This design comes from an exercise in tuning for small area and a short achievable clock period on the open sky130 flow, not from production work.
Where RTL was checked, it was by simulation tests only, not by an equivalence proof against the original.
The RTL of runs 1 to 4 was laid out without a check of its function.
No activity file was given, so power comes from the tool's default toggle rates.

### design/flow/config.mk
export PLATFORM = sky130hd
export DESIGN_NAME = tia_core
export DESIGN_NICKNAME = tia_core
export VERILOG_FILES = /design/flow/design.v
export SDC_FILE = /design/flow/constraint.sdc
export NUM_CORES = 4
export LEC_CHECK = 0
export ABC_CLOCK_PERIOD_IN_PS = 3000
export CAP_MARGIN = 20
export CORE_MARGIN = 2
export CORE_UTILIZATION = 40
export SETUP_SLACK_MARGIN = 2.5
export SLEW_MARGIN = 20
### design/flow/constraint.sdc
create_clock -name core_clock -period 6.0 [get_ports {clock}]
set_input_delay 1.2000 -clock core_clock [delete_from_list [all_inputs] [get_ports {clock}]]
set_output_delay 1.2000 -clock core_clock [all_outputs]
set_load 0.01 [all_outputs]
### design/flow/design.v
`default_nettype none
package tia_pkg;
    localparam int word_width = 16;
    localparam int tag_width = 2;
    localparam int num_in = 2;
    localparam int num_out = 2;
    localparam int num_regs = 4;
    localparam int num_preds = 4;
    localparam int num_slots = 8;
    localparam int slot_index_width = 3;
    localparam int reg_index_width = 2;
    localparam int chan_depth = 4;
    localparam int wb_addr_width = 5;
    localparam int wb_data_width = 32;
    localparam int addr_instr_base = 0;
    localparam int addr_reg_base = 16;
    localparam int addr_status = 20;
    typedef enum logic [3:0] {
        op_nop = 4'd0,
        op_mov = 4'd1,
        op_add = 4'd2,
        op_sub = 4'd3,
        op_and = 4'd4,
        op_or = 4'd5,
        op_xor = 4'd6,
        op_eq = 4'd7,
        op_lt = 4'd8,
        op_halt = 4'd9
    } op_t;
    typedef enum logic [1:0] {
        src_imm = 2'd0,
        src_reg = 2'd1,
        src_chan = 2'd2
    } src_t;
    typedef enum logic [1:0] {
        dst_none = 2'd0,
        dst_reg = 2'd1,
        dst_out = 2'd2,
        dst_pred = 2'd3
    } dst_t;
    typedef struct packed {
        logic [tag_width-1:0] tag;
        logic [word_width-1:0] data;
    } packet_t;
    typedef struct packed {
        logic vi;
        logic [num_preds-1:0] ptm;
        logic [num_preds-1:0] pfm;
        logic [num_in-1:0] icr;
        logic [num_in-1:0] ictm;
        logic [tag_width-1:0] ict;
        op_t op;
        src_t st0;
        logic [reg_index_width-1:0] si0;
        src_t st1;
        logic [reg_index_width-1:0] si1;
        dst_t dt;
        logic [reg_index_width-1:0] di;
        logic [tag_width-1:0] oct;
        logic [num_in-1:0] icd;
        logic [num_preds-1:0] pus;
        logic [num_preds-1:0] puc;
        logic [word_width-1:0] imm;
        logic [4:0] pad;
    } instr_t;
endpackage
`default_nettype wire
`default_nettype none
module channel_fifo (
    input wire logic clock,
    input wire logic rst,
    input wire logic push,
    input wire logic [17:0] push_packet,
    input wire logic pop,
    output logic [17:0] head,
    output logic empty,
    output logic full
);
    logic [3:0][17:0] mem;
    logic [1:0] rd_ptr;
    logic [1:0] wr_ptr;
    assign head = mem[rd_ptr];
    for (genvar i = 0; i < 4; i++) begin : g_entry
        always_ff @(posedge clock) begin
            if (push && wr_ptr == i) begin
                mem[i] <= push_packet;
            end
        end
    end
    always_ff @(posedge clock) begin
        if (rst) begin
            rd_ptr <= '0;
            wr_ptr <= '0;
            empty <= 1'b1;
            full <= 1'b0;
        end else begin
            if (push) begin
                wr_ptr <= wr_ptr + 2'd1;
            end
            if (pop) begin
                rd_ptr <= rd_ptr + 2'd1;
            end
            if (push && !pop) begin
                empty <= 1'b0;
                full <= (wr_ptr + 2'd1 == rd_ptr);
            end else if (pop && !push) begin
                full <= 1'b0;
                empty <= (rd_ptr + 2'd1 == wr_ptr);
            end
        end
    end
endmodule
`default_nettype wire
`default_nettype none
module head_fifo (
    input wire logic clock,
    input wire logic rst,
    input wire logic push,
    input wire logic [17:0] push_packet,
    input wire logic pop,
    output logic [17:0] head,
    output logic empty,
    output logic full
);
    logic [2:0][17:0] mem;
    logic [1:0] rd_ptr;
    logic [1:0] wr_ptr;
    logic [1:0] stored;
    logic store;
    logic take;
    logic load_head;
    logic [1:0] stored_next;
    logic empty_next;
    assign store = push && !empty && !(pop && stored == 2'd0);
    assign take = pop && stored != 2'd0;
    assign load_head = pop || (push && empty);
    for (genvar i = 0; i < 3; i++) begin : g_entry
        always_ff @(posedge clock) begin
            if (store && wr_ptr == i) begin
                mem[i] <= push_packet;
            end
        end
    end
    always_ff @(posedge clock) begin
        if (load_head) begin
            head <= (stored == 2'd0) ? push_packet : mem[rd_ptr];
        end
    end
    assign stored_next = stored + {1'b0, store} - {1'b0, take};
    assign empty_next = empty ? !push : (pop && !push && stored == 2'd0);
    always_ff @(posedge clock) begin
        if (rst) begin
            rd_ptr <= '0;
            wr_ptr <= '0;
            stored <= '0;
            empty <= 1'b1;
            full <= 1'b0;
        end else begin
            if (store) begin
                wr_ptr <= (wr_ptr == 2'd2) ? 2'd0 : wr_ptr + 2'd1;
            end
            if (take) begin
                rd_ptr <= (rd_ptr == 2'd2) ? 2'd0 : rd_ptr + 2'd1;
            end
            stored <= stored_next;
            empty <= empty_next;
            full <= !empty_next && stored_next == 2'd3;
        end
    end
endmodule
`default_nettype wire
`default_nettype none
module host_port (
    input wire logic clock,
    input wire logic rst,
    input wire logic wb_cyc,
    input wire logic wb_stb,
    input wire logic wb_we,
    input wire logic [4:0] wb_adr,
    input wire logic [31:0] wb_dat_w,
    input wire logic [3:0][15:0] regs,
    input wire logic [3:0] preds,
    input wire logic halted,
    output logic [31:0] wb_dat_r,
    output logic wb_ack,
    output logic [7:0][63:0] slots
);
    logic [15:0][31:0] half;
    logic request;
    logic wr;
    logic [31:0] wdata;
    logic [31:0] read_word;
    assign request = wb_cyc && wb_stb && !wb_ack;
    assign wr = request && wb_we && !wb_adr[4];
    assign wdata = wb_dat_w & {32{!rst}};
    for (genvar h = 0; h < 16; h++) begin : g_half
        always_ff @(posedge clock) begin
            if (rst || (wr && wb_adr[3:0] == h)) begin
                half[h] <= wdata;
            end
        end
    end
    for (genvar s = 0; s < 8; s++) begin : g_slot
        assign slots[s] = {half[2*s+1], half[2*s]};
    end
    always_comb begin
        if (!wb_adr[4]) begin
            read_word = half[wb_adr[3:0]];
        end else if (wb_adr[3:2] == 2'b00) begin
            read_word = {16'd0, regs[wb_adr[1:0]]};
        end else if (wb_adr[3:0] == 4'd4) begin
            read_word = {23'd0, halted, 4'd0, preds};
        end else begin
            read_word = '0;
        end
    end
    always_ff @(posedge clock) begin
        if (rst) begin
            wb_ack <= 1'b0;
        end else begin
            wb_ack <= request;
        end
        wb_dat_r <= read_word;
    end
endmodule
`default_nettype wire
`default_nettype none
module trigger_unit (
    input wire logic clock,
    input wire logic rst,
    input wire logic execute,
    input wire logic halted,
    input wire logic [7:0][63:0] slots,
    input wire logic [1:0] in_empty,
    input wire logic [1:0][1:0] in_head_tags,
    input wire logic [1:0] out_full,
    input wire logic [1:0] x_pop,
    input wire logic [1:0] x_push,
    input wire logic x_hazard,
    input wire logic pred_we,
    input wire logic [1:0] pred_idx,
    input wire logic pred_val,
    output logic [1:0] f_pop,
    output logic [1:0] f_push,
    output logic f_regwe,
    output logic f_predwe,
    output logic f_halt,
    output logic [3:0] f_op,
    output logic [1:0] f_st0,
    output logic [1:0] f_si0,
    output logic [1:0] f_st1,
    output logic [1:0] f_si1,
    output logic [1:0] f_di,
    output logic [1:0] f_oct,
    output logic [15:0] f_imm,
    output logic [3:0] preds
);
    localparam int FW = 47;
    logic [1:0] eff_empty;
    logic [1:0] eff_full;
    logic [7:0] qual;
    logic [7:0][FW-1:0] fld;
    logic [FW-1:0] m;
    logic go;
    logic [1:0] m_pop;
    logic m_out0, m_out1, m_reg, m_pred, m_halt;
    logic [3:0] m_pus, m_puc;
    assign eff_empty = in_empty | x_pop;
    assign eff_full = out_full | x_push;
    for (genvar s = 0; s < 8; s++) begin : g_slot
        logic vi;
        logic [3:0] ptm, pfm, pus, puc, op;
        logic [1:0] icr, ictm, ict, dt, di, icd;
        assign vi = slots[s][63];
        assign ptm = slots[s][62:59];
        assign pfm = slots[s][58:55];
        assign icr = slots[s][54:53];
        assign ictm = slots[s][52:51];
        assign ict = slots[s][50:49];
        assign op = slots[s][48:45];
        assign dt = slots[s][36:35];
        assign di = slots[s][34:33];
        assign icd = slots[s][30:29];
        assign pus = slots[s][28:25];
        assign puc = slots[s][24:21];
        assign qual[s] = vi
            && ((~ptm | preds) == 4'hf)
            && ((pfm & preds) == 4'h0)
            && (((icr | ictm) & eff_empty) == 2'b00)
            && !(ictm[0] && in_head_tags[0] != ict)
            && !(ictm[1] && in_head_tags[1] != ict)
            && !(dt == 2'd2 && di == 2'd0 && eff_full[0])
            && !(dt == 2'd2 && di == 2'd1 && eff_full[1]);
        assign fld[s] = {icd,
                         dt == 2'd2 && di == 2'd0,
                         dt == 2'd2 && di == 2'd1,
                         dt == 2'd1,
                         dt == 2'd3,
                         op == 4'd9,
                         pus, puc, op,
                         slots[s][44:37], di, slots[s][32:31], slots[s][20:5]};
    end
    logic [3:0] a1;
    logic [3:0][FW-1:0] m1;
    logic [1:0] a2;
    logic [1:0][FW-1:0] m2;
    logic any;
    always_comb begin
        for (int p = 0; p < 4; p++) begin
            a1[p] = qual[2*p] || qual[2*p+1];
            m1[p] = qual[2*p] ? fld[2*p] : fld[2*p+1];
        end
        for (int k = 0; k < 2; k++) begin
            a2[k] = a1[2*k] || a1[2*k+1];
            m2[k] = a1[2*k] ? m1[2*k] : m1[2*k+1];
        end
        any = a2[0] || a2[1];
        m = a2[0] ? m2[0] : m2[1];
    end
    assign {m_pop, m_out0, m_out1, m_reg, m_pred, m_halt, m_pus, m_puc,
            f_op, f_st0, f_si0, f_st1, f_si1, f_di, f_oct, f_imm} = m;
    assign go = execute && !halted && !x_hazard && !rst && any;
    assign f_pop = m_pop & {2{go}};
    assign f_push = {m_out1, m_out0} & {2{go}};
    assign f_regwe = m_reg && go;
    assign f_predwe = m_pred && go;
    assign f_halt = m_halt && go;
    always_ff @(posedge clock) begin
        for (int i = 0; i < 4; i++) begin
            if (rst) begin
                preds[i] <= 1'b0;
            end else if (pred_we && pred_idx == i) begin
                preds[i] <= pred_val;
            end else begin
                preds[i] <= (preds[i] && !(go && m_puc[i])) || (go && m_pus[i]);
            end
        end
    end
endmodule
`default_nettype wire
`default_nettype none
module integer_alu (
    input wire logic [3:0] op,
    input wire logic [15:0] a,
    input wire logic [15:0] b,
    output logic [15:0] result
);
    logic [15:0] sum;
    logic [16:0] diff;
    logic [15:0] x;
    assign sum = a + b;
    assign diff = {1'b0, a} + {1'b0, ~b} + 17'd1;
    assign x = a ^ b;
    always_comb begin
        case (op)
            4'd1: result = a;
            4'd2: result = sum;
            4'd3: result = diff[15:0];
            4'd4: result = a & b;
            4'd5: result = a | b;
            4'd6: result = x;
            4'd7: result = {15'd0, x == 16'd0};
            4'd8: result = {15'd0, !diff[16]};
            default: result = '0;
        endcase
    end
endmodule
`default_nettype wire
`default_nettype none
module execute_stage (
    input wire logic clock,
    input wire logic rst,
    input wire logic [1:0] f_pop,
    input wire logic [1:0] f_push,
    input wire logic f_regwe,
    input wire logic f_predwe,
    input wire logic f_halt,
    input wire logic [3:0] f_op,
    input wire logic [1:0] f_st0,
    input wire logic [1:0] f_si0,
    input wire logic [1:0] f_st1,
    input wire logic [1:0] f_si1,
    input wire logic [1:0] f_di,
    input wire logic [1:0] f_oct,
    input wire logic [15:0] f_imm,
    input wire logic [1:0][15:0] in_data,
    output logic [1:0] pop,
    output logic [1:0] push,
    output logic [17:0] push_packet,
    output logic x_hazard,
    output logic pred_we,
    output logic [1:0] pred_idx,
    output logic pred_val,
    output logic [3:0][15:0] regs,
    output logic halted
);
    logic x_regwe;
    logic x_halt;
    logic [3:0] x_op;
    logic [1:0] x_di, x_oct;
    logic [6:0] x_sa;
    logic [6:0] x_sb;
    logic [6:0] f_sa;
    logic [6:0] f_sb;
    logic [15:0] x_imm;
    logic [15:0] operand_a;
    logic [15:0] operand_b;
    logic [15:0] result;
    logic [15:0] rdata;
    always_ff @(posedge clock) begin
        pop <= f_pop;
        push <= f_push;
        x_regwe <= f_regwe;
        pred_we <= f_predwe;
        x_halt <= f_halt;
        x_op <= f_op;
        x_sa <= f_sa;
        x_sb <= f_sb;
        x_di <= f_di;
        x_oct <= f_oct;
        x_imm <= f_imm;
    end
    assign x_hazard = pred_we || x_halt;
    function automatic logic [6:0] src_decode(input logic [1:0] st, input logic [1:0] si);
        src_decode[0] = (st == 2'd0);
        src_decode[1] = (st == 2'd1) && (si == 2'd0);
        src_decode[2] = (st == 2'd1) && (si == 2'd1);
        src_decode[3] = (st == 2'd1) && (si == 2'd2);
        src_decode[4] = (st == 2'd1) && (si == 2'd3);
        src_decode[5] = (st == 2'd2) && !si[0];
        src_decode[6] = (st == 2'd2) && si[0];
    endfunction
    assign f_sa = src_decode(f_st0, f_si0);
    assign f_sb = src_decode(f_st1, f_si1);
    function automatic logic [15:0] src_mux(input logic [6:0] sel, input logic [15:0] imm,
                                            input logic [3:0][15:0] r,
                                            input logic [1:0][15:0] ch);
        src_mux = ({16{sel[0]}} & imm)
            | ({16{sel[1]}} & r[0]) | ({16{sel[2]}} & r[1])
            | ({16{sel[3]}} & r[2]) | ({16{sel[4]}} & r[3])
            | ({16{sel[5]}} & ch[0]) | ({16{sel[6]}} & ch[1]);
    endfunction
    assign operand_a = src_mux(x_sa, x_imm, regs, in_data);
    assign operand_b = src_mux(x_sb, x_imm, regs, in_data);
    integer_alu u_alu (.op(x_op), .a(operand_a), .b(operand_b), .result(result));
    assign pred_idx = x_di;
    assign pred_val = result[0];
    assign push_packet = {x_oct, result};
    assign rdata = result & {16{!rst}};
    for (genvar r = 0; r < 4; r++) begin : g_reg
        always_ff @(posedge clock) begin
            if (rst || (x_regwe && x_di == r)) begin
                regs[r] <= rdata;
            end
        end
    end
    always_ff @(posedge clock) begin
        if (rst) begin
            halted <= 1'b0;
        end else if (x_halt) begin
            halted <= 1'b1;
        end
    end
endmodule
`default_nettype wire
`default_nettype none
module tia_core (
    input wire logic clock,
    input wire logic rst,
    input wire logic execute,
    output logic halted,
    output logic channels_quiescent,
    input wire logic wb_cyc,
    input wire logic wb_stb,
    input wire logic wb_we,
    input wire logic [4:0] wb_adr,
    input wire logic [31:0] wb_dat_w,
    output logic [31:0] wb_dat_r,
    output logic wb_ack,
    input wire logic [1:0] in_valid,
    output logic [1:0] in_ready,
    input wire logic [3:0] in_tag,
    input wire logic [31:0] in_data,
    output logic [1:0] out_valid,
    input wire logic [1:0] out_ready,
    output logic [3:0] out_tag,
    output logic [31:0] out_data
);
    logic [7:0][63:0] slots;
    logic [3:0] preds;
    logic [3:0][15:0] regs;
    logic [1:0][17:0] in_heads;
    logic [1:0][1:0] in_head_tags;
    logic [1:0][15:0] in_head_data;
    logic [1:0] in_empty;
    logic [1:0] in_full;
    logic [1:0] out_empty;
    logic [1:0] out_full;
    logic [1:0][17:0] out_heads;
    logic [1:0] pop;
    logic [1:0] push;
    logic [17:0] push_packet;
    logic x_hazard;
    logic pred_we;
    logic [1:0] pred_idx;
    logic pred_val;
    logic [1:0] f_pop;
    logic [1:0] f_push;
    logic f_regwe;
    logic f_predwe;
    logic f_halt;
    logic [3:0] f_op;
    logic [1:0] f_st0, f_si0, f_st1, f_si1, f_di, f_oct;
    logic [15:0] f_imm;
    for (genvar c = 0; c < 2; c++) begin : g_in
        head_fifo u_fifo (
            .clock(clock), .rst(rst),
            .push(in_valid[c] && !in_full[c]),
            .push_packet({in_tag[2*c +: 2], in_data[16*c +: 16]}),
            .pop(pop[c]), .head(in_heads[c]), .empty(in_empty[c]), .full(in_full[c])
        );
        assign in_ready[c] = !in_full[c];
        assign in_head_tags[c] = in_heads[c][17:16];
        assign in_head_data[c] = in_heads[c][15:0];
    end
    for (genvar c = 0; c < 2; c++) begin : g_out
        channel_fifo u_fifo (
            .clock(clock), .rst(rst), .push(push[c]), .push_packet(push_packet),
            .pop(out_ready[c] && !out_empty[c]),
            .head(out_heads[c]), .empty(out_empty[c]), .full(out_full[c])
        );
        assign out_valid[c] = !out_empty[c];
        assign out_tag[2*c +: 2] = out_heads[c][17:16];
        assign out_data[16*c +: 16] = out_heads[c][15:0];
    end
    host_port u_host (
        .clock(clock), .rst(rst), .wb_cyc(wb_cyc), .wb_stb(wb_stb), .wb_we(wb_we),
        .wb_adr(wb_adr), .wb_dat_w(wb_dat_w), .regs(regs), .preds(preds), .halted(halted),
        .wb_dat_r(wb_dat_r), .wb_ack(wb_ack), .slots(slots)
    );
    trigger_unit u_trigger (
        .clock(clock), .rst(rst), .execute(execute), .halted(halted), .slots(slots),
        .in_empty(in_empty), .in_head_tags(in_head_tags), .out_full(out_full),
        .x_pop(pop), .x_push(push), .x_hazard(x_hazard),
        .pred_we(pred_we), .pred_idx(pred_idx), .pred_val(pred_val),
        .f_pop(f_pop), .f_push(f_push), .f_regwe(f_regwe), .f_predwe(f_predwe),
        .f_halt(f_halt), .f_op(f_op), .f_st0(f_st0), .f_si0(f_si0), .f_st1(f_st1),
        .f_si1(f_si1), .f_di(f_di), .f_oct(f_oct), .f_imm(f_imm), .preds(preds)
    );
    execute_stage u_execute (
        .clock(clock), .rst(rst), .f_pop(f_pop), .f_push(f_push), .f_regwe(f_regwe),
        .f_predwe(f_predwe), .f_halt(f_halt), .f_op(f_op), .f_st0(f_st0), .f_si0(f_si0),
        .f_st1(f_st1), .f_si1(f_si1), .f_di(f_di), .f_oct(f_oct), .f_imm(f_imm),
        .in_data(in_head_data), .pop(pop), .push(push), .push_packet(push_packet),
        .x_hazard(x_hazard), .pred_we(pred_we), .pred_idx(pred_idx), .pred_val(pred_val),
        .regs(regs), .halted(halted)
    );
    assign channels_quiescent = (&in_empty) && (&out_empty);
endmodule
`default_nettype wire
### design/flow/run.sh
#!/bin/bash
# synth_recipe.tcl (not shown) runs the flow's synth.tcl, then flattens the netlist and writes it again
# the make line also repeats each setting of config.mk as NAME=value (left out here)
make -C /OpenROAD-flow-scripts/flow DESIGN_CONFIG=/design/flow/config.mk WORK_HOME=/design/flow/orfs CLKGATE_MAP_FILE= SYNTH_SCRIPT=/design/flow/synth_recipe.tcl finish
==> impl_table.tex, run 1 <==
\begin{tabular}{lr}
\hline
Metric & Value \\
\hline
\multicolumn{2}{l}{\textbf{Run status}} \\
\quad Run status & complete, no violations \\
\multicolumn{2}{l}{\textbf{STA}} \\
\quad Post-layout minimum cycle time & 3880 ps \\
\quad Setup repair after global routing missed its margin & yes \\
\quad Clk\_skew & 31.6 ps \\
\quad Transition time at the pin with the least slew margin & 1080 ps \\
\quad Worst slew slack as a fraction of its limit & 27.8\% \\
\quad Final Slew Violations & 0 \\
\quad Final-report hold violation count & 0 \\
\quad Final critical-path setup slack & 2120 ps \\
\quad Highest clock rate & 258 MHz \\
\quad Setup-violating endpoint count in the final report & 0 \\
\quad Summed negative setup slack over all endpoints & 0 ps \\
\quad Tcrit/Tclk final & 64.7\% \\
\quad Worst Hold Margin & 513 ps \\
\multicolumn{2}{l}{\textbf{Clock network}} \\
\quad Maximum buffer depth of the clock tree & 3 \\
\quad Number of CTS-inserted buffers & 103 \\
\quad \# clock sinks & 975 \\
\quad Clock H-tree levels & 3 \\
\quad CTS tree & done \\
\quad Insertion delay to the later sink of the worst-skew pair & 710 ps \\
\quad Master cell of the clock root buffer & sky130\_fd\_sc\_hd\_\_clkbuf\_16 \\
\quad Post-CTS Hold Fix Bufs & 0 \\
\quad Post-CTS clock slew at the launch and capture registers of the worst setup and hold paths & 70 ps \\
\multicolumn{2}{l}{\textbf{Routing}} \\
\quad Mean routed wirelength per cell & 31.1 um \\
\quad Antenna Violating Nets Remaining & 0 \\
\quad Initial DRT Pass Iterations & 11 \\
\quad Average via count per standard cell & 6.26 \\
\quad DRC violation count after routing & 0 \\
\quad Wire length reported by the detailed router & 147000 um \\
\quad Via Count & 29.5k \\
\quad Detailed router's first-iteration violation count & 4500 \\
\multicolumn{2}{l}{\textbf{Floorplanning}} \\
\quad Initial core utilization & 40.4\% \\
\quad Overall die area & 113000 um2 \\
\quad Vertical die dimension & 336 um \\
\quad Core outline area & 109000 um2 \\
\quad Die width & 336 um \\
\quad I/O pin cnt & 158 \\
\quad Total number of placement rows & 121 \\
\multicolumn{2}{l}{\textbf{Finish}} \\
\quad Commonest non-fill, non-tap cell in the layout & sky130\_fd\_sc\_hd\_\_edfxtp\_1 \\
\quad Number of standard cells in the layout, taps in and fillers out & 4718 \\
\quad Relative area change from synthesis to final layout & 19.6\% \\
\quad Most frequent cells in the layout & sky130\_fd\_sc\_hd\_\_edfxtp\_1, sky130\_fd\_sc\_hd\_\_mux4\_2, sky130\_fd\_sc\_hd\_\_nor2\_1, sky130\_fd\_sc\_hd\_\_a21oi\_1, sky130\_fd\_sc\_hd\_\_nand2\_1 \\
\quad Summed area of non-filler cells in the final layout & 52600 um2 \\
\quad Number of nets in the layout & 3362 \\
\quad Proportion of layout cells with a drive suffix above 1 & 23.1\% \\
\quad Final core utilization & 48.3\% \\
\multicolumn{2}{l}{\textbf{Setup path}} \\
\quad Classification of the worst setup path & reg -> reg \\
\quad Largest fanout on the critical path & 4 \\
\quad Startpoint types & flop \\
\quad WP data arrival & 4360 ps \\
\quad Required time at the worst-slack endpoint & 6480 ps \\
\quad Critical Path Sink Type & flop \\
\quad Reg2Reg Setup Slack & 2120 ps \\
\multicolumn{2}{l}{\textbf{Synthesis}} \\
\quad Post-synthesis mux area share & 12.7\% \\
\quad Post-synthesis average cell area & 14.7 um2 \\
\quad Main combinational cell family by area after synthesis & multiplexers \\
\quad Post-synthesis cell area & 44000 um2 \\
\quad Post-synthesis sequential area ratio & 64.0\% \\
\quad Arithmetic-cell share of the synthesized area counting full adders, half adders and majority gates & 1.88\% \\
\quad Synth cell types & 82 \\
\quad Seq cells post-synth & 975 \\
\quad Synthesized-area fraction occupied by and/or/nand/nor cells & 7.28\% \\
\quad Number of synthesized flops with an enable pin & 864 \\
\quad Synth Warn \# & 6 \\
\quad Compound-Gate Fraction of Synth Area & 10.2\% \\
\quad Proportion of register bits with asynchronous set or reset after synthesis & 0\% \\
\quad Syn nets & 3133 \\
\quad Syn Inst Count & 2985 \\
\quad Ys flop type & sky130\_fd\_sc\_hd\_\_edfxtp\_1 \\
\quad Xor/xnor cell area share of the yosys netlist & 1.11\% \\
\multicolumn{2}{l}{\textbf{Global routing}} \\
\quad Largest net degree at the start of global routing & 73 \\
\quad GR Overflow Total & 0 \\
\quad GRT Util Overall & 25.7\% \\
\quad Number of global-route vias before repair & 29.2k \\
\quad First-pass GRT wire length & 210000 um \\
\quad Initial antenna violation count & 12 \\
\multicolumn{2}{l}{\textbf{Placement}} \\
\quad Placement-stage worst setup slack & 1410 ps \\
\quad Cell count after placement & 4426 \\
\quad Routability Congestion & 0.935 \\
\quad Estimated wirelength of the detail-placed design & 95600 um \\
\quad Number of buffers added on ports & 157 \\
\quad Post-DP Area & 47300 um2 \\
\multicolumn{2}{l}{\textbf{Power and ir drop}} \\
\quad Pwr Density & 328 nW/um2 \\
\quad VDD IR-drop max & 0.000250 V \\
\quad Tot Pwr & 17.3 mW \\
\quad Standby leakage power & 17.8 nW \\
\multicolumn{2}{l}{\textbf{Job}} \\
\quad Max-cap violations & 0 \\
\multicolumn{2}{l}{\textbf{Min path}} \\
\quad Worst hold path class & reg -> reg \\
\hline
\end{tabular}
==> cells by family after synthesis <==
kind of cell | count (synthesis)
flip-flops | 975
AND/OR/NAND/NOR | 652
AO/OA/AOI/OAI | 644
buffers and inverters | 301
multiplexers | 292
adder cells (fa/ha/maj) | 65
XOR/XNOR | 56
==> Yosys cell counts, types with 38 or more instances <==
cell type / number / share of area (%)
sky130_fd_sc_hd__a21oi_1: 186 / 2.1
sky130_fd_sc_hd__a22oi_1: 77 / 1.3
sky130_fd_sc_hd__a311oi_1: 39 / 0.78
sky130_fd_sc_hd__buf_1: 38 / 0.32
sky130_fd_sc_hd__clkbuf_1: 120 / 1.0
sky130_fd_sc_hd__dfxtp_1: 111 / 5.0
sky130_fd_sc_hd__edfxtp_1: 864 / 59
sky130_fd_sc_hd__ha_1: 63 / 1.8
sky130_fd_sc_hd__inv_1: 96 / 0.82
sky130_fd_sc_hd__mux2i_1: 80 / 1.8
sky130_fd_sc_hd__mux4_2: 212 / 11
sky130_fd_sc_hd__nand2_1: 158 / 1.3
sky130_fd_sc_hd__nand3_1: 65 / 0.74
sky130_fd_sc_hd__nor2_1: 185 / 1.6
sky130_fd_sc_hd__nor2b_1: 74 / 1.1
sky130_fd_sc_hd__nor3_1: 41 / 0.47
sky130_fd_sc_hd__o21ai_0: 77 / 0.88
==> layer usage <==
layer,routed length [um],GRT usage [%]
met1,56200,33.9
met2,69900,41.9
met3,14200,4.73
met4,6390,10.3
met5,23,0
==> power by group <==
group,switching (mW),internal (mW),total (mW)
Clock,2.72,3.71,6.43
Combinational,1.50,1.06,2.56
Sequential,0.336,7.94,8.28
Total,4.56,12.7,17.3
==> path summary, 6_finish.rpt <==
check | startpoint | endpoint | depth (start not counted)
worst min-delay path | u_host.half[73] | u_execute.x_imm[4] | 1
worst max-delay path | u_execute.regs[32] | u_execute.regs[30] | 17
worst max register to register | u_execute.regs[32] | u_execute.regs[30] | 17
worst min register to register | u_host.half[73] | u_execute.x_imm[4] | 1
==> critical path, cell delays in order, from the launching register on <==
cell	delay, ps
sky130_fd_sc_hd__edfxtp_1	440
sky130_fd_sc_hd__a222oi_1	350
sky130_fd_sc_hd__nand3_1	230
sky130_fd_sc_hd__buf_4	190
sky130_fd_sc_hd__buf_6	100
sky130_fd_sc_hd__buf_6	110
sky130_fd_sc_hd__ha_4	160
sky130_fd_sc_hd__inv_2	50
sky130_fd_sc_hd__fa_2	210
sky130_fd_sc_hd__nor2b_2	50
sky130_fd_sc_hd__o21a_1	210
sky130_fd_sc_hd__o2111ai_2	190
sky130_fd_sc_hd__nand2_2	100
sky130_fd_sc_hd__o211ai_1	300
sky130_fd_sc_hd__a21oi_2	150
sky130_fd_sc_hd__o311ai_4	270
sky130_fd_sc_hd__o2111ai_4	180
sky130_fd_sc_hd__a31oi_4	380
==> cell type report <==
cell class	instances	area [um2]
Fill cell	9236	56400
Sequential cell	975	28200
Multi-Input combinational cell	1713	15700
Timing Repair Buffer	325	3180
Clock buffer	131	2770
Tap cell	1414	1770
Clock inverter	61	624
Inverter	96	369
Antenna cell	3	7.51
==> flip-flops by register name, summed over array words and instances (netlist names), 4 cells and up <==
signal and cells:
g_out.u_fifo.wr_ptr 4, u_execute.regs 64, g_out.u_fifo.rd_ptr 4, g_in.u_fifo.stored 4, u_trigger.preds 4, u_execute.x_sb 7, u_host.wb_dat_r 32, u_execute.x_op 4
g_in.u_fifo.mem 108, g_out.u_fifo.mem 144, u_execute.x_sa 7, g_in.u_fifo.wr_ptr 4, u_host.half 512, u_execute.x_imm 16, g_in.u_fifo.head 36, g_in.u_fifo.rd_ptr 4
==> timing repair <==
action / CTS / global route
setup endpoints to repair: 400 / 285
pin swaps: 49 / 39
cloned: 6 / 1
buffers inserted: 56 / 33
resized for setup: 197 / 79
==> inputs of run 2 (changes only) <==
--- a/design/flow/config.mk
+++ b/design/flow/config.mk
@@ -10,4 +10,4 @@
 export CORE_MARGIN = 2
 export CORE_UTILIZATION = 40
-export SETUP_SLACK_MARGIN = 2.5
+export SETUP_SLACK_MARGIN = 4.0
 export SLEW_MARGIN = 20
==> run 2 against run 1 <==
Net effect: register-to-register slack better by 110 ps; combinational power is about 20% higher; synthesized cell count did not move; core utilization up 6.2 points; still clean on timing, DRC and antenna; critical path depth fell by 2; maximum frequency grew 2.9%.
==> impl_table.tex, run 2 <==
\begin{tabular}{lr}
\hline
Metric & Value \\
\hline
\multicolumn{2}{l}{\textbf{Floorplanning}} \\
\quad Total number of placement rows & 121 \\
\quad Die width & 336 um \\
\quad Vertical die dimension & 336 um \\
\quad I/O pin cnt & 158 \\
\quad Core outline area & 109000 um2 \\
\quad Initial core utilization & 40.4\% \\
\quad Overall die area & 113000 um2 \\
\multicolumn{2}{l}{\textbf{Finish}} \\
\quad Most frequent cells in the layout & sky130\_fd\_sc\_hd\_\_edfxtp\_1, sky130\_fd\_sc\_hd\_\_mux4\_2, sky130\_fd\_sc\_hd\_\_buf\_4, sky130\_fd\_sc\_hd\_\_buf\_6, sky130\_fd\_sc\_hd\_\_nor2\_1 \\
\quad Antenna cell count & 0 \\
\quad Relative area change from synthesis to final layout & 34.9\% \\
\quad Proportion of layout cells with a drive suffix above 1 & 39.6\% \\
\quad Top flop regs & u\_host.half: 512 flops, g\_out.u\_fifo.mem: 144 flops, g\_in.u\_fifo.mem: 108 flops \\
\quad Number of nets in the layout & 3668 \\
\quad Filler Cell Count & 8480 \\
\quad Largest register by flop count & u\_host.half \\
\quad Largest register FFs & 512 \\
\quad Commonest non-fill, non-tap cell in the layout & sky130\_fd\_sc\_hd\_\_edfxtp\_1 \\
\quad Number of standard cells in the layout, taps in and fillers out & 5020 \\
\multicolumn{2}{l}{\textbf{STA}} \\
\quad Worst slew slack as a fraction of its limit & 35.1\% \\
\quad Highest clock rate & 265 MHz \\
\quad Summed negative setup slack over all endpoints & 0 ps \\
\quad Clk\_skew & 25.2 ps \\
\quad Transition time at the pin with the least slew margin & 974 ps \\
\quad Tcrit/Tclk final & 62.8\% \\
\quad Setup-violating endpoint count in the final report & 0 \\
\quad Post-layout minimum cycle time & 3770 ps \\
\quad Final-report hold violation count & 0 \\
\quad Setup repair after global routing missed its margin & yes \\
\quad Final Slew Violations & 0 \\
\multicolumn{2}{l}{\textbf{Routing}} \\
\quad Initial DRT Pass Iterations & 9 \\
\quad Antenna Violating Nets Remaining & 0 \\
\quad DRC violation count after routing & 0 \\
\quad Detailed router's first-iteration violation count & 4458 \\
\quad Average via count per standard cell & 6.28 \\
\quad Via Count & 31.5k \\
\quad Wire length reported by the detailed router & 160000 um \\
\quad Mean routed wirelength per cell & 31.9 um \\
\multicolumn{2}{l}{\textbf{Placement}} \\
\quad Cell count after placement & 4411 \\
\quad Estimated wirelength of the detail-placed design & 94500 um \\
\quad Number of buffers added on ports & 157 \\
\quad Routability Congestion & 0.901 \\
\multicolumn{2}{l}{\textbf{Power and ir drop}} \\
\quad Standby leakage power & 20.8 nW \\
\quad VDD IR-drop max & 0.000229 V \\
\quad Pwr Density & 298 nW/um2 \\
\multicolumn{2}{l}{\textbf{Setup path}} \\
\quad Largest fanout on the critical path & 4 \\
\quad Worst r2r src & u\_execute.regs[32] \\
\quad Startpoint types & flop \\
\quad Required time at the worst-slack endpoint & 6550 ps \\
\quad Classification of the worst setup path & reg -> reg \\
\quad Depth of the worst register-to-register path & 15 \\
\quad Largest stage delay on the critical path & 450 ps \\
\quad Delay-heaviest family, CP & compound AO/OA/AOI/OAI gates \\
\quad Reg-to-reg endpoint & u\_trigger.preds[0] \\
\quad Worst-path cell with the longest stage delay & sky130\_fd\_sc\_hd\_\_a222oi\_1 \\
\quad Critical Path Sink Type & flop \\
\quad WP data arrival & 4320 ps \\
\quad CP Cell Sequence & a222oi\_1 > nand3\_2 > ha\_4 > fa\_2 > o21bai\_4 > a21oi\_2 > o21a\_1 > nor3\_2 > nor3\_1 > o31a\_1 > o311a\_1 > a2111oi\_4 > buf\_4 > buf\_6 > a211oi\_2 \\
\quad Number of gates on the worst path with buffers counted & 15 \\
\quad Reg2Reg Setup Slack & 2230 ps \\
\quad Number of buffer and inverter stages on the critical path & 2 \\
\multicolumn{2}{l}{\textbf{Synthesis}} \\
\quad Syn Inst Count & 2985 \\
\quad Cells taking the most area after synthesis & sky130\_fd\_sc\_hd\_\_edfxtp\_1, sky130\_fd\_sc\_hd\_\_mux4\_2, sky130\_fd\_sc\_hd\_\_dfxtp\_1 \\
\quad Area fraction of the dominant cell type after synthesis & 58.9\% \\
\quad Post-synthesis cell area & 44000 um2 \\
\quad Post-synthesis average cell area & 14.7 um2 \\
\quad Number of synthesized flops with an enable pin & 864 \\
\quad Most common cell in the netlist & sky130\_fd\_sc\_hd\_\_edfxtp\_1 \\
\quad Synth cell types & 82 \\
\quad Synth Warn \# & 6 \\
\quad Syn nets & 3133 \\
\quad Post-synthesis sequential area ratio & 64.0\% \\
\quad Seq cells post-synth & 975 \\
\quad Top post-synthesis cells by count & sky130\_fd\_sc\_hd\_\_edfxtp\_1, sky130\_fd\_sc\_hd\_\_mux4\_2, sky130\_fd\_sc\_hd\_\_a21oi\_1 \\
\quad Proportion of register bits with asynchronous set or reset after synthesis & 0\% \\
\quad Cell type with the largest total area after synthesis & sky130\_fd\_sc\_hd\_\_edfxtp\_1 \\
\quad Ys flop type & sky130\_fd\_sc\_hd\_\_edfxtp\_1 \\
\multicolumn{2}{l}{\textbf{Min path}} \\
\quad Hold\_sp & u\_execute.x\_halt \\
\quad Hold Path Depth & 2 \\
\quad Worst hold path class & reg -> reg \\
\quad Hold-critical path endpoint & u\_execute.halted \\
\multicolumn{2}{l}{\textbf{Global routing}} \\
\quad Largest net degree at the start of global routing & 43 \\
\quad Number of global-route vias before repair & 31.3k \\
\quad GRT Util Overall & 27.4\% \\
\quad Initial antenna violation count & 4 \\
\quad GR Overflow Total & 0 \\
\quad First-pass GRT wire length & 222000 um \\
\multicolumn{2}{l}{\textbf{Clock network}} \\
\quad CTS tree & done \\
\quad \# clock sinks & 975 \\
\quad Clock H-tree levels & 3 \\
\quad Post-CTS clock slew at the launch and capture registers of the worst setup and hold paths & 70 ps \\
\quad Maximum buffer depth of the clock tree & 3 \\
\quad Number of CTS-inserted buffers & 102 \\
\quad Post-CTS Hold Fix Bufs & 0 \\
\quad Master cell of the clock root buffer & sky130\_fd\_sc\_hd\_\_clkbuf\_16 \\
\quad Insertion delay to the later sink of the worst-skew pair & 700 ps \\
\multicolumn{2}{l}{\textbf{Run status}} \\
\quad Run status & complete, no violations \\
\multicolumn{2}{l}{\textbf{Job}} \\
\quad Max-cap violations & 0 \\
\hline
\end{tabular}
run 2: cell counts after synthesis:
No cell type changed its count.
run 2: metal layers:
metal	up-vias	GRT usage (%)	share of wire, %
li1	13000	-	-
met1	16000	35.5	37
met2	2113	44.0	47
met3	463	5.85	10
met4	4	13.0	5.7
met5	-	0	0.014
run 2: area by class of cell:
class | count | area (um2) | area share, %
Sequential cell | 975 | 28300 | 47.7
Multi-Input combinational cell | 1716 | 17700 | 29.8
Timing Repair Buffer | 629 | 7870 | 13.3
Clock buffer | 136 | 2800 | 4.72
Tap cell | 1414 | 1770 | 2.98
Clock inverter | 54 | 523 | 0.881
Inverter | 96 | 398 | 0.670
run 2: how the worst max path moves through the flow:
| stage | start | endpoint | slack (ps) |
|---|---|---|---|
| floorplan | u_execute.x_sa[5] | u_execute.regs[0] | 2580 |
| global placement | u_execute.x_sa[1] | u_execute.regs[0] | 1620 |
| detailed placement | u_execute.x_sa[3] | u_execute.regs[48] | 1500 |
| CTS | u_execute.regs[32] | u_trigger.preds[0] | 2300 |
| global route | u_execute.regs[7] | u_trigger.preds[2] | 2120 |
| finish | u_execute.regs[32] | u_trigger.preds[0] | 2230 |
run 2: metrics by stage:
step                      setup slack [ps]  util [%]  total power, mW  area, um2  hold WS [ps]
after floorplan                       2580         -             9.73      46100           431
after global placement                1620      44.1             10.5      48100           509
after detailed placement              1500      44.1             10.6      48100           492
after CTS                             2300      52.0             17.4      56700           504
after global routing                  2120      54.5             18.2      59400           535
final                                 2230      54.5             17.7      59400           514
run 2: cells by family (layout without fill, tap and decap cells):
logic type / after synthesis / after routing / share of synthesized area [%]
flops: 975 / 975 / 64.0
simple gates: 652 / 659 / 7.28
compound gates: 644 / 644 / 10.2
buf+inv: 301 / 915 / 2.85
mux: 292 / 292 / 12.7
fa+ha+maj: 65 / 65 / 1.88
xor+xnor: 56 / 56 / 1.11
run 2: tightest hold or removal path: stages (launching register included):
cell and delay (ps):
sky130_fd_sc_hd__dfxtp_1 300, sky130_fd_sc_hd__nor2_1 80, sky130_fd_sc_hd__nor2_1 90
run 2: where the power goes:
group / total (mW) / leakage, nW / internal [mW] / switching [mW]
sequential: 8.29 / 9.17 / 7.94 / 0.349
combinational: 3.06 / 10.0 / 1.37 / 1.69
clock: 6.36 / 1.64 / 3.67 / 2.70
total: 17.7 / 20.8 / 13.0 / 4.74
run 2: what timing repair did:
item,4_1_cts,5_1_grt
setup buffers,249,116
resized for setup,882,284
endpoints found under the setup margin,1645,1489
cloned,37,13
pin swaps,101,107
==> inputs of run 3 (changes only) <==
--- a/design/flow/config.mk
+++ b/design/flow/config.mk
@@ -10,4 +10,4 @@
 export CORE_MARGIN = 2
 export CORE_UTILIZATION = 40
-export SETUP_SLACK_MARGIN = 4.0
+export SETUP_SLACK_MARGIN = 1.5
 export SLEW_MARGIN = 20
==> run 3 against run 2 <==
Net effect: clock skew up 18 ps; clock power shrank 0.9%; sequential power about the same; synthesized area stayed put; sequential share of layout area grew 7.7 points; die area unchanged; hold slack worse by 21 ps; critical endpoint is now u_execute.regs[47]; largest cell class unchanged; register-to-register slack lost 680 ps; final cell count fell by 7.5%; count of clock-buffer cells in the layout is 2 higher.
==> impl_table.tex, run 3 <==
\begin{tabular}{lr}
\hline
Metric & Value \\
\hline
\multicolumn{2}{l}{\textbf{Setup path}} \\
\quad Reg2Reg Setup Slack & 1550 ps \\
\quad Most frequent cell on the critical path & sky130\_fd\_sc\_hd\_\_o21ai\_0 \\
\quad Classification of the worst setup path & reg -> reg \\
\quad Worst-path cell with the longest stage delay & sky130\_fd\_sc\_hd\_\_a21oi\_1 \\
\quad Startpoint types & flop \\
\quad Largest stage delay on the critical path & 660 ps \\
\quad Largest fanout on the critical path & 16 \\
\quad Number of buffer and inverter stages on the critical path & 2 \\
\quad CP Cell Sequence & a222oi\_1 > and3\_1 > inv\_1 > ha\_1 > inv\_1 > nand3\_1 > o221a\_2 > o21ai\_0 > a311oi\_1 > o21ai\_0 > and3\_1 > o21ai\_0 > a21oi\_1 \\
\quad WP data arrival & 4840 ps \\
\quad Delay-heaviest family, CP & compound AO/OA/AOI/OAI gates \\
\quad Required time at the worst-slack endpoint & 6400 ps \\
\quad Critical Path Sink Type & flop \\
\multicolumn{2}{l}{\textbf{Clock network}} \\
\quad Master cell of the clock root buffer & sky130\_fd\_sc\_hd\_\_clkbuf\_16 \\
\quad Maximum buffer depth of the clock tree & 3 \\
\quad CTS tree & done \\
\quad Number of CTS-inserted buffers & 102 \\
\quad Clock H-tree levels & 3 \\
\quad Post-CTS Hold Fix Bufs & 0 \\
\quad \# clock sinks & 975 \\
\quad Insertion delay to the later sink of the worst-skew pair & 720 ps \\
\quad Post-CTS clock slew at the launch and capture registers of the worst setup and hold paths & 60 ps \\
\multicolumn{2}{l}{\textbf{Floorplanning}} \\
\quad Total number of placement rows & 121 \\
\quad Vertical die dimension & 336 um \\
\quad Core outline area & 109000 um2 \\
\quad I/O pin cnt & 158 \\
\quad Die width & 336 um \\
\quad Overall die area & 113000 um2 \\
\quad Initial core utilization & 40.4\% \\
\multicolumn{2}{l}{\textbf{Routing}} \\
\quad DRC violation count after routing & 0 \\
\quad Mean routed wirelength per cell & 30.1 um \\
\quad Detailed router's first-iteration violation count & 4513 \\
\quad Average via count per standard cell & 6.18 \\
\quad Via Count & 28.7k \\
\quad Wire length reported by the detailed router & 140000 um \\
\quad Initial DRT Pass Iterations & 12 \\
\quad Antenna Violating Nets Remaining & 0 \\
\multicolumn{2}{l}{\textbf{Placement}} \\
\quad Estimated wirelength of the detail-placed design & 95400 um \\
\quad Number of buffers added on ports & 157 \\
\quad Routability Congestion & 0.932 \\
\multicolumn{2}{l}{\textbf{Global routing}} \\
\quad Number of global-route vias before repair & 27.8k \\
\quad GR Overflow Total & 0 \\
\quad First-pass GRT wire length & 201000 um \\
\quad GRT Util Overall & 24.6\% \\
\quad Initial antenna violation count & 6 \\
\quad Largest net degree at the start of global routing & 81 \\
\multicolumn{2}{l}{\textbf{STA}} \\
\quad Worst slew slack as a fraction of its limit & 20.7\% \\
\quad Final-report hold violation count & 0 \\
\quad Post-layout minimum cycle time & 4450 ps \\
\quad Highest clock rate & 225 MHz \\
\quad Summed negative setup slack over all endpoints & 0 ps \\
\quad Setup-violating endpoint count in the final report & 0 \\
\quad Setup repair after global routing missed its margin & no \\
\quad Tcrit/Tclk final & 74.1\% \\
\quad Clk\_skew & 43.1 ps \\
\quad Final Slew Violations & 0 \\
\quad Transition time at the pin with the least slew margin & 1190 ps \\
\multicolumn{2}{l}{\textbf{Synthesis}} \\
\quad Post-synthesis average cell area & 14.7 um2 \\
\quad Most common cell in the netlist & sky130\_fd\_sc\_hd\_\_edfxtp\_1 \\
\quad Ys flop type & sky130\_fd\_sc\_hd\_\_edfxtp\_1 \\
\quad Cell type with the largest total area after synthesis & sky130\_fd\_sc\_hd\_\_edfxtp\_1 \\
\quad Synth Warn \# & 6 \\
\quad Top post-synthesis cells by count & sky130\_fd\_sc\_hd\_\_edfxtp\_1, sky130\_fd\_sc\_hd\_\_mux4\_2, sky130\_fd\_sc\_hd\_\_a21oi\_1 \\
\quad Seq cells post-synth & 975 \\
\quad Post-synthesis cell area & 44000 um2 \\
\quad Number of synthesized flops with an enable pin & 864 \\
\quad Syn nets & 3133 \\
\quad Cells taking the most area after synthesis & sky130\_fd\_sc\_hd\_\_edfxtp\_1, sky130\_fd\_sc\_hd\_\_mux4\_2, sky130\_fd\_sc\_hd\_\_dfxtp\_1 \\
\quad Synth cell types & 82 \\
\quad Proportion of register bits with asynchronous set or reset after synthesis & 0\% \\
\quad Post-synthesis sequential area ratio & 64.0\% \\
\quad Area fraction of the dominant cell type after synthesis & 58.9\% \\
\quad Syn Inst Count & 2985 \\
\multicolumn{2}{l}{\textbf{Finish}} \\
\quad Most frequent cells in the layout & sky130\_fd\_sc\_hd\_\_edfxtp\_1, sky130\_fd\_sc\_hd\_\_mux4\_2, sky130\_fd\_sc\_hd\_\_a21oi\_1, sky130\_fd\_sc\_hd\_\_nor2\_1, sky130\_fd\_sc\_hd\_\_nand2\_1 \\
\quad Commonest non-fill, non-tap cell in the layout & sky130\_fd\_sc\_hd\_\_edfxtp\_1 \\
\quad Largest register FFs & 512 \\
\quad Relative area change from synthesis to final layout & 15.7\% \\
\quad Largest register by flop count & u\_host.half \\
\quad Top flop regs & u\_host.half: 512 flops, g\_out.u\_fifo.mem: 144 flops, g\_in.u\_fifo.mem: 108 flops \\
\quad Proportion of layout cells with a drive suffix above 1 & 17.6\% \\
\quad Number of nets in the layout & 3289 \\
\multicolumn{2}{l}{\textbf{Power and ir drop}} \\
\quad VDD IR-drop max & 0.000223 V \\
\quad Standby leakage power & 17.2 nW \\
\quad Tot Pwr & 16.7 mW \\
\quad Pwr Density & 328 nW/um2 \\
\multicolumn{2}{l}{\textbf{Min path}} \\
\quad Worst hold path class & reg -> reg \\
\multicolumn{2}{l}{\textbf{Run status}} \\
\quad Run status & complete, no violations \\
\multicolumn{2}{l}{\textbf{Job}} \\
\quad Max-cap violations & 0 \\
\hline
\end{tabular}
==> run 3: cell counts after synthesis <==
Identical to the previous run, type by type.
==> run 3: logic make-up (layout without fill, tap and decap cells) <==
kind of cell               count (synthesis)  after routing  synth area share [%]
muxes                                    292            292                  12.7
other                                      0              1                     0
and+or+nand+nor                          652            652                  7.28
buffers and inverters                    301            546                  2.85
adders and majority gates                 65             65                  1.88
AOI/OAI and AO/OA                        644            644                  10.2
xor gates and xnor gates                  56             56                  1.11
DFF                                      975            975                  64.0
==> run 3: where the power goes <==
| part | total, mW | switching [mW] | internal (mW) |
|---|---|---|---|
| clock network | 6.30 | 2.74 | 3.57 |
| logic | 2.11 | 1.29 | 0.823 |
| registers | 8.30 | 0.353 | 7.95 |
==> run 3: timing repair <==
action,in CTS,in global routing
setup buffers,0,1
gates resized for setup,0,14
setup endpoints to repair,0,36
==> run 3: through the flow <==
step                      std cells  instance area [um2]  util [%]  hold WS (ps)  worst slack [ps]
after floorplan                2985                44000         -           431              1190
after global placement         4443                47400      43.4           494              1570
after detailed placement       4449                47500      43.6           493              1550
after CTS                      4642                50800      46.6           491              1570
after global routing           4644                50900      46.7           518              1500
final                          4645                50900      46.7           493              1550
==> run 3: layer usage <==
metal  wire [um]  global-route usage [%]
met1       56000                    33.7
met2       65800                    39.6
met4        4770                    8.19
met5           0                       0
met3       13200                    4.54
==> run 3: final timing paths <==
kind                startpoint  depth (start not counted)            endpoint
min reg2reg    u_host.half[78]                          1  u_execute.x_imm[9]
max          u_execute.x_sa[5]                         13  u_execute.regs[47]
min            u_host.half[78]                          1  u_execute.x_imm[9]
max reg2reg  u_execute.x_sa[5]                         13  u_execute.regs[47]
==> run 3: layout make-up <==
class	count	area [um2]
flip-flops and latches	975	28200
fillers	9441	58100
multi-input cells	1709	14800
diodes	1	2.50
inverters	96	360
repair buffers	257	2460
clock buffers	138	2810
clock inverters	55	514
well taps	1414	1770
==> inputs of run 4 (changes only) <==
--- a/design/flow/config.mk
+++ b/design/flow/config.mk
@@ -6,8 +6,8 @@
 export NUM_CORES = 4
 export LEC_CHECK = 0
-export ABC_CLOCK_PERIOD_IN_PS = 3000
+export ABC_CLOCK_PERIOD_IN_PS = 2000
 export CAP_MARGIN = 20
 export CORE_MARGIN = 2
 export CORE_UTILIZATION = 40
-export SETUP_SLACK_MARGIN = 1.5
+export SETUP_SLACK_MARGIN = 3.0
 export SLEW_MARGIN = 20
==> run 4 against run 3 <==
Net effect: final area increased by 6.6%; die area stayed put; sequential share of layout area is 3.3 points lower; combinational power is 27% higher; critical path type unchanged; synthesized cell count is the same; register-to-register slack improved by 620 ps; count of clock-buffer cells in the layout up 3; routed wire length is 11% higher; flip-flop and latch count did not move.
==> impl_table.tex, run 4 <==
\begin{tabular}{lr}
\hline
Metric & Value \\
\hline
\multicolumn{2}{l}{\textbf{Clock network}} \\
\quad Master cell of the clock root buffer & sky130\_fd\_sc\_hd\_\_clkbuf\_16 \\
\quad Insertion delay to the later sink of the worst-skew pair & 720 ps \\
\quad \# clock sinks & 975 \\
\quad Post-CTS Hold Fix Bufs & 0 \\
\quad Maximum buffer depth of the clock tree & 3 \\
\quad Clock H-tree levels & 3 \\
\quad Post-CTS clock slew at the launch and capture registers of the worst setup and hold paths & 60 ps \\
\quad Number of CTS-inserted buffers & 103 \\
\quad CTS tree & done \\
\multicolumn{2}{l}{\textbf{Routing}} \\
\quad Initial DRT Pass Iterations & 9 \\
\quad Wire length reported by the detailed router & 155000 um \\
\quad DRC violation count after routing & 0 \\
\quad Antenna Violating Nets Remaining & 0 \\
\quad Detailed router's first-iteration violation count & 4095 \\
\quad Via Count & 30.2k \\
\quad Mean routed wirelength per cell & 32.3 um \\
\quad Average via count per standard cell & 6.29 \\
\multicolumn{2}{l}{\textbf{STA}} \\
\quad Final critical-path setup slack & 2180 ps \\
\quad Final-report hold violation count & 0 \\
\quad Worst Hold Margin & 493 ps \\
\quad Worst slew slack as a fraction of its limit & 24.9\% \\
\quad Summed negative setup slack over all endpoints & 0 ps \\
\quad Post-layout minimum cycle time & 3820 ps \\
\quad Transition time at the pin with the least slew margin & 1120 ps \\
\quad Final Slew Violations & 0 \\
\quad Setup-violating endpoint count in the final report & 0 \\
\quad Clk\_skew & 53.4 ps \\
\quad Tcrit/Tclk final & 63.7\% \\
\quad Setup repair after global routing missed its margin & yes \\
\quad Highest clock rate & 262 MHz \\
\multicolumn{2}{l}{\textbf{Finish}} \\
\quad Relative area change from synthesis to final layout & 23.3\% \\
\quad Number of nets in the layout & 3444 \\
\quad Proportion of layout cells with a drive suffix above 1 & 28.0\% \\
\quad Antenna cell count & 0 \\
\quad Most frequent cells in the layout & sky130\_fd\_sc\_hd\_\_edfxtp\_1, sky130\_fd\_sc\_hd\_\_mux4\_2, sky130\_fd\_sc\_hd\_\_a21oi\_1, sky130\_fd\_sc\_hd\_\_nor2\_1, sky130\_fd\_sc\_hd\_\_nand2\_1 \\
\quad Largest register FFs & 512 \\
\quad Largest register by flop count & u\_host.half \\
\quad Commonest non-fill, non-tap cell in the layout & sky130\_fd\_sc\_hd\_\_edfxtp\_1 \\
\quad Filler Cell Count & 9092 \\
\quad Top flop regs & u\_host.half: 512 flops, g\_out.u\_fifo.mem: 144 flops, g\_in.u\_fifo.mem: 108 flops \\
\quad Final core utilization & 49.8\% \\
\multicolumn{2}{l}{\textbf{Placement}} \\
\quad Routability Congestion & 0.938 \\
\quad Number of buffers added on ports & 157 \\
\quad Estimated wirelength of the detail-placed design & 96500 um \\
\quad Placement-stage worst setup slack & 1360 ps \\
\multicolumn{2}{l}{\textbf{Setup path}} \\
\quad Critical Path Sink Type & flop \\
\quad Startpoint types & flop \\
\quad Largest fanout on the critical path & 4 \\
\quad Classification of the worst setup path & reg -> reg \\
\quad Required time at the worst-slack endpoint & 6540 ps \\
\quad WP data arrival & 4370 ps \\
\multicolumn{2}{l}{\textbf{Synthesis}} \\
\quad Area fraction of the dominant cell type after synthesis & 58.9\% \\
\quad Cells taking the most area after synthesis & sky130\_fd\_sc\_hd\_\_edfxtp\_1, sky130\_fd\_sc\_hd\_\_mux4\_2, sky130\_fd\_sc\_hd\_\_dfxtp\_1 \\
\quad Post-synthesis cell area & 44000 um2 \\
\quad Number of synthesized flops with an enable pin & 864 \\
\quad Seq cells post-synth & 975 \\
\quad Most common cell in the netlist & sky130\_fd\_sc\_hd\_\_edfxtp\_1 \\
\quad Synth cell types & 82 \\
\quad Cell type with the largest total area after synthesis & sky130\_fd\_sc\_hd\_\_edfxtp\_1 \\
\quad Syn nets & 3133 \\
\quad Syn Inst Count & 2985 \\
\quad Synth Warn \# & 6 \\
\quad Post-synthesis sequential area ratio & 64.0\% \\
\quad Post-synthesis average cell area & 14.7 um2 \\
\quad Proportion of register bits with asynchronous set or reset after synthesis & 0\% \\
\quad Ys flop type & sky130\_fd\_sc\_hd\_\_edfxtp\_1 \\
\quad Top post-synthesis cells by count & sky130\_fd\_sc\_hd\_\_edfxtp\_1, sky130\_fd\_sc\_hd\_\_mux4\_2, sky130\_fd\_sc\_hd\_\_a21oi\_1 \\
\multicolumn{2}{l}{\textbf{Floorplanning}} \\
\quad I/O pin cnt & 158 \\
\quad Initial core utilization & 40.4\% \\
\quad Total number of placement rows & 121 \\
\quad Die width & 336 um \\
\quad Vertical die dimension & 336 um \\
\quad Core outline area & 109000 um2 \\
\quad Overall die area & 113000 um2 \\
\multicolumn{2}{l}{\textbf{Global routing}} \\
\quad Initial antenna violation count & 12 \\
\quad Largest net degree at the start of global routing & 74 \\
\quad First-pass GRT wire length & 220000 um \\
\quad GRT Util Overall & 27.2\% \\
\quad GR Overflow Total & 0 \\
\quad Number of global-route vias before repair & 30.2k \\
\multicolumn{2}{l}{\textbf{Min path}} \\
\quad Worst hold path class & reg -> reg \\
\multicolumn{2}{l}{\textbf{Power and ir drop}} \\
\quad Standby leakage power & 18.5 nW \\
\quad Power Internal & 12.7 mW \\
\quad Net load switching power & 4.65 mW \\
\quad Combinational group share of total power & 15.6\% \\
\quad Clock group share of total power & 36.5\% \\
\quad Pwr Density & 319 nW/um2 \\
\quad Part of the power in registers & 48.0\% \\
\quad VDD IR-drop max & 0.000233 V \\
\quad Switching portion of total power & 26.9\% \\
\multicolumn{2}{l}{\textbf{Run status}} \\
\quad Run status & complete, no violations \\
\multicolumn{2}{l}{\textbf{Job}} \\
\quad Max-cap violations & 0 \\
\hline
\end{tabular}
-- run 4: cell count changes in the layout (fill, tap and decap cells not counted), sizes merged, moves of 2 or more --
| cell | delta |
|---|---|
| a21o | +5 |
| or2 | +2 |
| clkdlybuf4s50 | -37 |
| inv | -2 |
| buf | +180 |
| clkbuf | +3 |
-- run 4: final cells by class --
| type | instances | area (um2) | area share (%) |
|---|---|---|---|
| sequential | 975 | 28300 | 52.1 |
| multi-input combinational | 1718 | 16300 | 30.1 |
| timing repair buffer | 402 | 4210 | 7.76 |
| clock buffer | 141 | 2880 | 5.31 |
| tap | 1414 | 1770 | 3.26 |
| clock inverter | 51 | 465 | 0.857 |
| inverter | 96 | 368 | 0.678 |
-- run 4: path summary, 6_finish.rpt --
check        slack [ps]                from                  end  depth (start not counted)
max reg2reg        2180  u_execute.x_imm[0]   u_trigger.preds[1]                         15
min reg2reg         490     u_host.half[79]  u_execute.x_imm[10]                          1
max                2180  u_execute.x_imm[0]   u_trigger.preds[1]                         15
min                 490     u_host.half[79]  u_execute.x_imm[10]                          1
-- run 4: logic make-up (layout without fill, tap and decap cells) --
| kind of cell | count (synthesis) | in the layout | synth area share [%] |
|---|---|---|---|
| fa+ha+maj | 65 | 65 | 1.88 |
| buf+inv | 301 | 690 | 2.85 |
| compound gates | 644 | 651 | 10.2 |
| mux | 292 | 292 | 12.7 |
| xor+xnor | 56 | 56 | 1.11 |
| simple gates | 652 | 654 | 7.28 |
| flops | 975 | 975 | 64.0 |
-- run 4: power groups by stage --
| stage | Clock [mW] | Sequential (mW) | Combinational, mW |
|---|---|---|---|
| after detailed placement | 0 | 8.44 | 2.14 |
| after CTS | 6.39 | 8.29 | 2.52 |
| after floorplan | 0 | 8.24 | 1.40 |
| after global routing | 6.67 | 8.33 | 2.83 |
| after global placement | 0 | 8.43 | 2.13 |
| final | 6.32 | 8.30 | 2.69 |
-- run 4: per-stage QoR --
| step | instances | area (um2) | total power [mW] |
|---|---|---|---|
| 2_1_floorplan | 2985 | 44700 | 9.64 |
| 3_3_place_gp | 4422 | 47400 | 10.6 |
| 3_5_place_dp | 4422 | 47400 | 10.6 |
| 4_1_cts | 4754 | 53400 | 17.2 |
| 5_1_grt | 4797 | 54300 | 17.8 |
| 6_report | 4797 | 54300 | 17.3 |
-- run 4: timing repair --
item / in CTS / in global routing
setup buffers: 127 / 40
gates cloned: 13 / 2
pin swaps: 107 / 31
setup endpoints to repair: 903 / 533
gates resized for setup: 482 / 111
-- run 4: metal layers --
layer | routed length [um] | vias to the layer above | share of wire (%) | GRT usage [%]
met5 | 27 | - | 0.017 | 0
met4 | 8180 | 4 | 5.3 | 12.5
met3 | 15800 | 389 | 10 | 6.23
met2 | 72800 | 1868 | 47 | 43.8
met1 | 58100 | 15400 | 38 | 34.9
li1 | - | 12500 | - | -
-- run 4: worst max-delay path, stage by stage (launching register included) --
cell and delay (ps):
sky130_fd_sc_hd__dfxtp_1 390, sky130_fd_sc_hd__a222oi_1 400, sky130_fd_sc_hd__nand3_1 210, sky130_fd_sc_hd__ha_2 260, sky130_fd_sc_hd__fa_2 390, sky130_fd_sc_hd__o21bai_4 170
sky130_fd_sc_hd__a21oi_2 80, sky130_fd_sc_hd__o21a_2 230, sky130_fd_sc_hd__nor3_4 160, sky130_fd_sc_hd__nor3_2 70, sky130_fd_sc_hd__o31a_1 270, sky130_fd_sc_hd__o311a_1 380
sky130_fd_sc_hd__a2111oi_4 240, sky130_fd_sc_hd__buf_6 190, sky130_fd_sc_hd__buf_12 140, sky130_fd_sc_hd__a211oi_2 70
==> inputs of run 5 (changes only) <==
--- a/design/flow/design.v
+++ b/design/flow/design.v
@@ -78,10 +78,15 @@
 );
     logic [3:0][17:0] mem;
-    logic [1:0] rd_ptr;
-    logic [1:0] wr_ptr;
-    assign head = mem[rd_ptr];
+    logic [3:0] rd_oh;
+    logic [3:0] wr_oh;
+    always_comb begin
+        head = '0;
+        for (int i = 0; i < 4; i++) begin
+            head = head | ({18{rd_oh[i]}} & mem[i]);
+        end
+    end
     for (genvar i = 0; i < 4; i++) begin : g_entry
         always_ff @(posedge clock) begin
-            if (push && wr_ptr == i) begin
+            if (push && wr_oh[i]) begin
                 mem[i] <= push_packet;
             end
@@ -90,21 +95,21 @@
     always_ff @(posedge clock) begin
         if (rst) begin
-            rd_ptr <= '0;
-            wr_ptr <= '0;
+            rd_oh <= 4'b0001;
+            wr_oh <= 4'b0001;
             empty <= 1'b1;
             full <= 1'b0;
         end else begin
             if (push) begin
-                wr_ptr <= wr_ptr + 2'd1;
+                wr_oh <= {wr_oh[2:0], wr_oh[3]};
             end
             if (pop) begin
-                rd_ptr <= rd_ptr + 2'd1;
+                rd_oh <= {rd_oh[2:0], rd_oh[3]};
             end
             if (push && !pop) begin
                 empty <= 1'b0;
-                full <= (wr_ptr + 2'd1 == rd_ptr);
+                full <= ({wr_oh[2:0], wr_oh[3]} == rd_oh);
             end else if (pop && !push) begin
                 full <= 1'b0;
-                empty <= (rd_ptr + 2'd1 == wr_ptr);
+                empty <= ({rd_oh[2:0], rd_oh[3]} == wr_oh);
             end
         end
==> design/flow/flow/run.sh (new file) <==
#!/bin/bash
# The standard layout, with Yosys's adder extraction to full/half-adder cells turned off so
# that ABC maps the adders itself. Output of the whole run goes to standard.log.
set -euo pipefail
bash standard.sh ADDER_MAP_FILE= finish > standard.log 2>&1
==> design/flow/standard.sh (new file) <==
#!/bin/bash
# synth_recipe.tcl (not shown) runs the flow's synth.tcl, then flattens the netlist and writes it again
# the make line also repeats each setting of config.mk as NAME=value (left out here)
make -C /OpenROAD-flow-scripts/flow DESIGN_CONFIG=/design/flow/config.mk WORK_HOME=/design/flow/orfs CLKGATE_MAP_FILE= SYNTH_SCRIPT=/design/flow/synth_recipe.tcl "${@:-finish}"
--- a/design/flow/config.mk
+++ b/design/flow/config.mk
@@ -6,8 +6,8 @@
 export NUM_CORES = 4
 export LEC_CHECK = 0
-export ABC_CLOCK_PERIOD_IN_PS = 2000
+export ABC_CLOCK_PERIOD_IN_PS = 3000
 export CAP_MARGIN = 20
 export CORE_MARGIN = 2
 export CORE_UTILIZATION = 40
-export SETUP_SLACK_MARGIN = 3.0
+export SETUP_SLACK_MARGIN = 2.5
 export SLEW_MARGIN = 20
removed: design/flow/run.sh
==> run 5 against run 4 <==
Net effect: sequential power up 0.5%; core utilization down 1.8 points; first-iteration DRC count up 5.2%; non-clock buffer count down 94; maximum frequency up 7.2%; count of clock-buffer cells in the layout up 2; routed wire length down 9.4%; via count up 1.0%; global-route usage down 2.8 points; synthesized area up 0.81%; hold slack worse by 12 ps; final area down 2.4%; critical endpoint is now u_trigger.preds[0]; largest cell class unchanged; largest power group unchanged.
==> impl_table.tex, run 5 <==
\begin{tabular}{lr}
\hline
Metric & Value \\
\hline
\multicolumn{2}{l}{\textbf{Synthesis}} \\
\quad Arithmetic-cell share of the synthesized area counting full adders, half adders and majority gates & 0.316\% \\
\quad Cell type with the largest total area after synthesis & sky130\_fd\_sc\_hd\_\_edfxtp\_1 \\
\quad Main combinational cell family by area after synthesis & compound AO/OA/AOI/OAI gates \\
\quad Xor/xnor cell area share of the yosys netlist & 1.50\% \\
\quad Seq cells post-synth & 983 \\
\quad Synth cell types & 83 \\
\quad Post-synthesis mux area share & 10.6\% \\
\multicolumn{2}{l}{\textbf{Floorplanning}} \\
\quad Overall die area & 114000 um2 \\
\quad Vertical die dimension & 337 um \\
\multicolumn{2}{l}{\textbf{STA}} \\
\quad Worst slew slack as a fraction of its limit & 25.7\% \\
\quad Post-layout minimum cycle time & 3570 ps \\
\multicolumn{2}{l}{\textbf{Min path}} \\
\quad Hold\_sp & u\_host.half[17] \\
\multicolumn{2}{l}{\textbf{Finish}} \\
\quad Proportion of layout cells with a drive suffix above 1 & 21.2\% \\
\quad Filler Cell Count & 9515 \\
\quad Number of nets in the layout & 3477 \\
\multicolumn{2}{l}{\textbf{Routing}} \\
\quad Detailed router's first-iteration violation count & 4308 \\
\quad DRC violation count after routing & 0 \\
\multicolumn{2}{l}{\textbf{Clock network}} \\
\quad Number of CTS-inserted buffers & 102 \\
\multicolumn{2}{l}{\textbf{Run status}} \\
\quad Run status & complete, no violations \\
\multicolumn{2}{l}{\textbf{Placement}} \\
\quad Estimated wirelength of the detail-placed design & 93700 um \\
\multicolumn{2}{l}{\textbf{Global routing}} \\
\quad First-pass GRT wire length & 203000 um \\
\quad GR Overflow Total & 0 \\
\multicolumn{2}{l}{\textbf{Setup path}} \\
\quad CP Cell Sequence & mux2i\_1 > nand4\_1 > nor2\_1 > nand4\_1 > buf\_4 > nand2\_1 > o22a\_1 > o22ai\_1 > o41ai\_2 > o311a\_1 > a311oi\_2 \\
\hline
\end{tabular}
[run 5: changes by cell type after synthesis, sizes merged, moves of 29 or more]
cell and delta:
o221ai -31, ha -63, a311o +29, mux4 -36, clkbuf +41, nand2 +105, inv -53, a22oi +69
nor2 +79
[run 5: area by class of cell]
cell class / instances / area, um2 / area share, %
Timing Repair Buffer: 308 / 2990 / 5.64
Multi-Input combinational cell: 1956 / 15900 / 30.0
Clock buffer: 143 / 3040 / 5.74
Clock inverter: 51 / 612 / 1.16
Sequential cell: 983 / 28400 / 53.7
Tap cell: 1488 / 1860 / 3.52
Inverter: 43 / 166 / 0.314
[run 5: cell families after synthesis]
logic type,after synthesis
and+or+nand+nor,847
buffers and inverters,276
adders and majority gates,14
DFF,983
xor gates and xnor gates,75
muxes,252
AOI/OAI and AO/OA,766
[run 5: critical path, delay by kind of cell (launching register included)]
kind | cells | cell delay [ps]
flops | 1 | 530
compound gates | 5 | 1110
simple gates | 4 | 1020
buf+inv | 1 | 340
mux | 1 | 370
[run 5: worst max path at each step]
| stage | start | end | slack [ps] | cells past startpoint |
|---|---|---|---|---|
| 2_1_floorplan | wb_adr[0] | u_host.half[256] | 2290 | 8 |
| 3_3_place_gp | u_trigger.preds[3] | u_trigger.preds[0] | 1510 | 9 |
| 3_5_place_dp | u_trigger.preds[0] | u_trigger.preds[0] | 1450 | 10 |
| 4_1_cts | g_in[0].u_fifo.head[17] | u_trigger.preds[0] | 2410 | 11 |
| 5_1_grt | u_execute.x_sb[3] | u_execute.regs[14] | 2320 | 12 |
| 6_report | u_trigger.preds[0] | u_trigger.preds[0] | 2430 | 11 |
[run 5: per-layer routing]
layer  GRT usage, %  routed length [um]
met1           34.2               57200
met2           37.7               64000
met3           5.61               14400
met4           7.12                4600
met5              0                   0
[run 5: timing repair]
item,4_1_cts,5_1_grt
buffers inserted,51,33
endpoints found under the setup margin,595,255
gates cloned,3,0
pin swaps,32,52
gates resized for setup,139,90
hold buffers,0,0
[run 5: report_power, final]
group	internal (mW)	total, mW	leakage [nW]	switching, mW
Sequential	8.00	8.34	9.24	0.339
Combinational	1.12	2.68	6.72	1.56
Clock	3.99	6.75	1.81	2.76
Total	13.1	17.8	17.8	4.66
[run 5: per-stage QoR]
stage | setup slack [ps] | cell area (um2) | cells | power (mW) | util (%)
6_report | 2430 | 53000 | 4972 | 17.8 | 48.0
2_1_floorplan | 2290 | 44500 | 3213 | 9.75 | -
3_5_place_dp | 1450 | 47700 | 4690 | 10.7 | 43.2
5_1_grt | 2320 | 53000 | 4972 | 18.3 | 48.0
3_3_place_gp | 1510 | 47500 | 4684 | 10.7 | 43.1
4_1_cts | 2410 | 52300 | 4938 | 17.6 | 47.4

Check on run 5: ideal ports give 2.434 ns setup slack; a clkbuf_16 on the clock port and buf_2 on the inputs give 2.434 ns; moving port delays by the midpoint clock arrival (0.754 ns) as well gives 1.894 ns.
